This design comes from an exercise in tuning for small area and a short achievable clock period on the open sky130 flow, not from production work. In this exercise RTL edits were held to simulation tests only and were not proved equivalent to the original. Power figures rest on the tool's default switching activity, not on a simulated workload.

## build 66
==> flow/design.v (excerpt) <==
module mem_instr_cargable #(
    parameter int               NBITS     = 32,
    parameter int               CELDAS    = 64,
    parameter int               BYTE_BITS = 8,
    parameter logic [NBITS-1:0] HALT_WORD = NBITS'(HALT_WORD_DEF),
    localparam int              LCW       = $clog2(CELDAS + 1)
) (
    input  logic                 i_clk,
    input  logic                 i_reset_n,
    input  logic [NBITS-1:0]     i_PC,
    input  logic                 i_fetch_en,
    output logic [NBITS-1:0]     o_Instruction,
    output logic                 o_pc_err,
    input  logic                 i_load_start,
    input  logic                 i_load_valid,
    input  logic [BYTE_BITS-1:0] i_load_byte,
    output logic                 o_load_ready,
    output logic                 o_load_done,
    output logic [LCW-1:0]       o_load_count
);
For scale: about 87 I/O pins, ~0.075 mm² of cells after synthesis.
Settings: LEC_CHECK=0, CAP_MARGIN=20, CORE_MARGIN=2, CORE_UTILIZATION=55, CTS_CLUSTER_DIAMETER=60, CTS_CLUSTER_SIZE=16, SETUP_SLACK_MARGIN=2.55, SLEW_MARGIN=20, SYNTH_HIERARCHICAL=1; clock period 5.0 ns.
run.sh (not shown) runs the stock make flow with config.mk's settings and CLKGATE_MAP_FILE= SYNTH_SCRIPT=/design/flow/synth_recipe.tcl, a recipe that flattens the netlist after the stock synthesis.
Build 66 completed every stage of the flow, and the final layout passed the timing, DRC and antenna checks.
#### Input delta (build 61 over build 66)
- CTS_CLUSTER_SIZE changed from 16 to 25
- PLACE_DENSITY newly set to 0.72
- CORE_UTILIZATION changed from 55 to 65
- CTS_CLUSTER_DIAMETER changed from 60 to 80
==> comparison <==
Build 61 went all the way through the flow, and no timing, DRC or antenna check failed. Initial antenna violation count in build 61 is 7 above build 66. On count of placed standard cells including taps: between build 66 and build 61, it ends up lower for build 61. Relative to build 66, worst setup slack has decreased by 0.020 ns in build 61. Compared with build 66, build 61 shows non-clock buffer count higher by about 10%. Build 66 -> build 61: simple-gate area share of the yosys netlist delta 0, exact match.
## Diff of input files: build 21 against build 61
- SETUP_SLACK_MARGIN changed from 2.55 to 2.7
--- outcome ---
- Relative to build 61, the critical path depth in cells of build 21 is lower by 6.
- Taking build 61 as the reference, in build 21 worst setup slack now smaller; clock share of power about even; peak fanout along the critical path went up by 8.
- Build 21 reached the end of the flow, and the finished layout is clean on the timing, DRC and antenna checks.
- Re largest stage delay on the critical path: build 21 is 0.32 ns up on build 61.
> inputs changed (build 21 -> build 48)
- swapping 65 for 55 in CORE_UTILIZATION
- clearing CTS_CLUSTER_DIAMETER, which used to be 80
- clearing CTS_CLUSTER_SIZE, which used to be 25
- swapping 2.7 for 2.55 in SETUP_SLACK_MARGIN
- clearing PLACE_DENSITY, which used to be 0.72
==> comparison <==
Between build 48 and build 21, final-layout clock-cell area share is lower for build 21, build 48 comes in above that.
Number of hold buffers added after CTS: build 48 vs build 21 — no meaningful difference
Slowest stage cell on the critical path: sky130_fd_sc_hd__and3_4 -> build 48, sky130_fd_sc_hd__clkdlybuf4s15_2 -> build 21
Build 48: global routing met3 resource utilization lower than build 21
Taking build 21 as the reference, in build 48 instance area at placement grew by 0.0011 mm², die area grew by 0.021 mm², wire length of the first global-routing pass shrank by about 2%.
Comparing build 48 and build 21, the higher global-route usage was measured on build 21.
Build 21 → build 48: final instance area went down by 1.5%, met2 track demand over resource in global routing went down by 8.4 points.

Starting RTL as in the previous note.
clock: 5.0 ns
lec_check: 0
cap_margin: 20
core_margin: 2
core_utilization: 65
cts_cluster_diameter: 80
cts_cluster_size: 25
place_density: 0.72
setup_slack_margin: 2.3
slew_margin: 20
synth_hierarchical: 1
The first run went through all stages and came out clean.
==> next run, changes <==
- CORE_UTILIZATION: 65 -> 55
- PLACE_DENSITY: 0.72 -> default
- SETUP_SLACK_MARGIN: 2.3 -> 2.55
Total power climbs by a few percent.
Sequential share of layout area shrinks by 3.2 points.
Sequential cell count stays the same.
==> next run, changes <==
- CORE_UTILIZATION: 55 -> 65
- CTS_CLUSTER_DIAMETER: 80 -> 70
- CTS_CLUSTER_SIZE: 25 -> 20
- PLACE_DENSITY: default -> 0.72
Register-to-register slack gets worse by 0.06 ns.
Sequential share of layout area hardly moves.
Clock power rose by 4.5%.
Die area fell by about 15%.
Wire length fell by about 0.4%.
Combinational power rose by about 3%.
Setup slack gets worse by 0.034 ns.
Final cell count fell by about 4.5%.
Synthesized cell count does not change.
Count of clock-buffer cells in the layout rose by 31.
Clock skew fell by 0.019 ns.
==> next run, changes <==
- CTS_CLUSTER_DIAMETER: 70 -> 80
- CTS_CLUSTER_SIZE: 20 -> 25
- SETUP_SLACK_MARGIN: 2.55 -> 2.45
Hold slack gets better by 0.017 ns; power shrinks by 4.3%; routed wire length fell by 6.5%; sequential power barely changes; clock power falls by 12%; design area shrinks by 3.1%; synthesized area is unchanged; non-clock buffer count went down by 88; setup slack got worse by 0.012 ns.

==> static timing again, ports no longer ideal <==
The flow's constraints put no driver on any port. The routed layouts listed below were extracted and timed again, unchanged, in two steps.
Step 1, drivers: a clkbuf_16 drives i_clk and a buf_2 each remaining input, both assumed.
Step 2 adds t to the input delays and takes it off the output delays; t is the mean of the earliest and latest rising clock arrival at the registers after step 1. Input paths then give back, and output paths get back, about the clock's delay inside the block.
Three values: ideal, step 1, step 2; two values: the first two.
| run | t, ns | setup slack, ns | hold WS [ns] |
|---|---|---|---|
| build 66 | 0.873 | 2.404 / 2.276 / 1.403 | 0.211 / 0.149 / 0.480 |
| build 61 | 0.792 | 2.384 / 2.383 / 1.590 | 0.405 / 0.365 / 0.490 |
| build 21 | 0.818 | 2.237 / 2.251 / 1.433 | 0.439 / 0.393 / 0.482 |
| build 48 | 0.902 | 2.456 / 2.353 / 1.451 | 0.187 / 0.125 / 0.475 |
| the first run of note 2 | 0.792 | 2.118 / 2.174 / 1.383 | 0.445 / 0.397 / 0.469 |
| the second run of note 2 | 0.843 | 2.374 / 2.249 / 1.406 | 0.250 / 0.186 / 0.470 |
| the third run of note 2 | 0.800 | 2.340 / 2.356 / 1.556 | 0.428 / 0.381 / 0.459 |
| the fourth run of note 2 | 0.792 | 2.328 / 2.363 / 1.571 | 0.446 / 0.402 / 0.468 |
After both steps setup and hold are still met in every run listed. The setup slack of build 48, which loses most, moves by -0.103 ns with the drivers and by -1.005 ns with both steps.
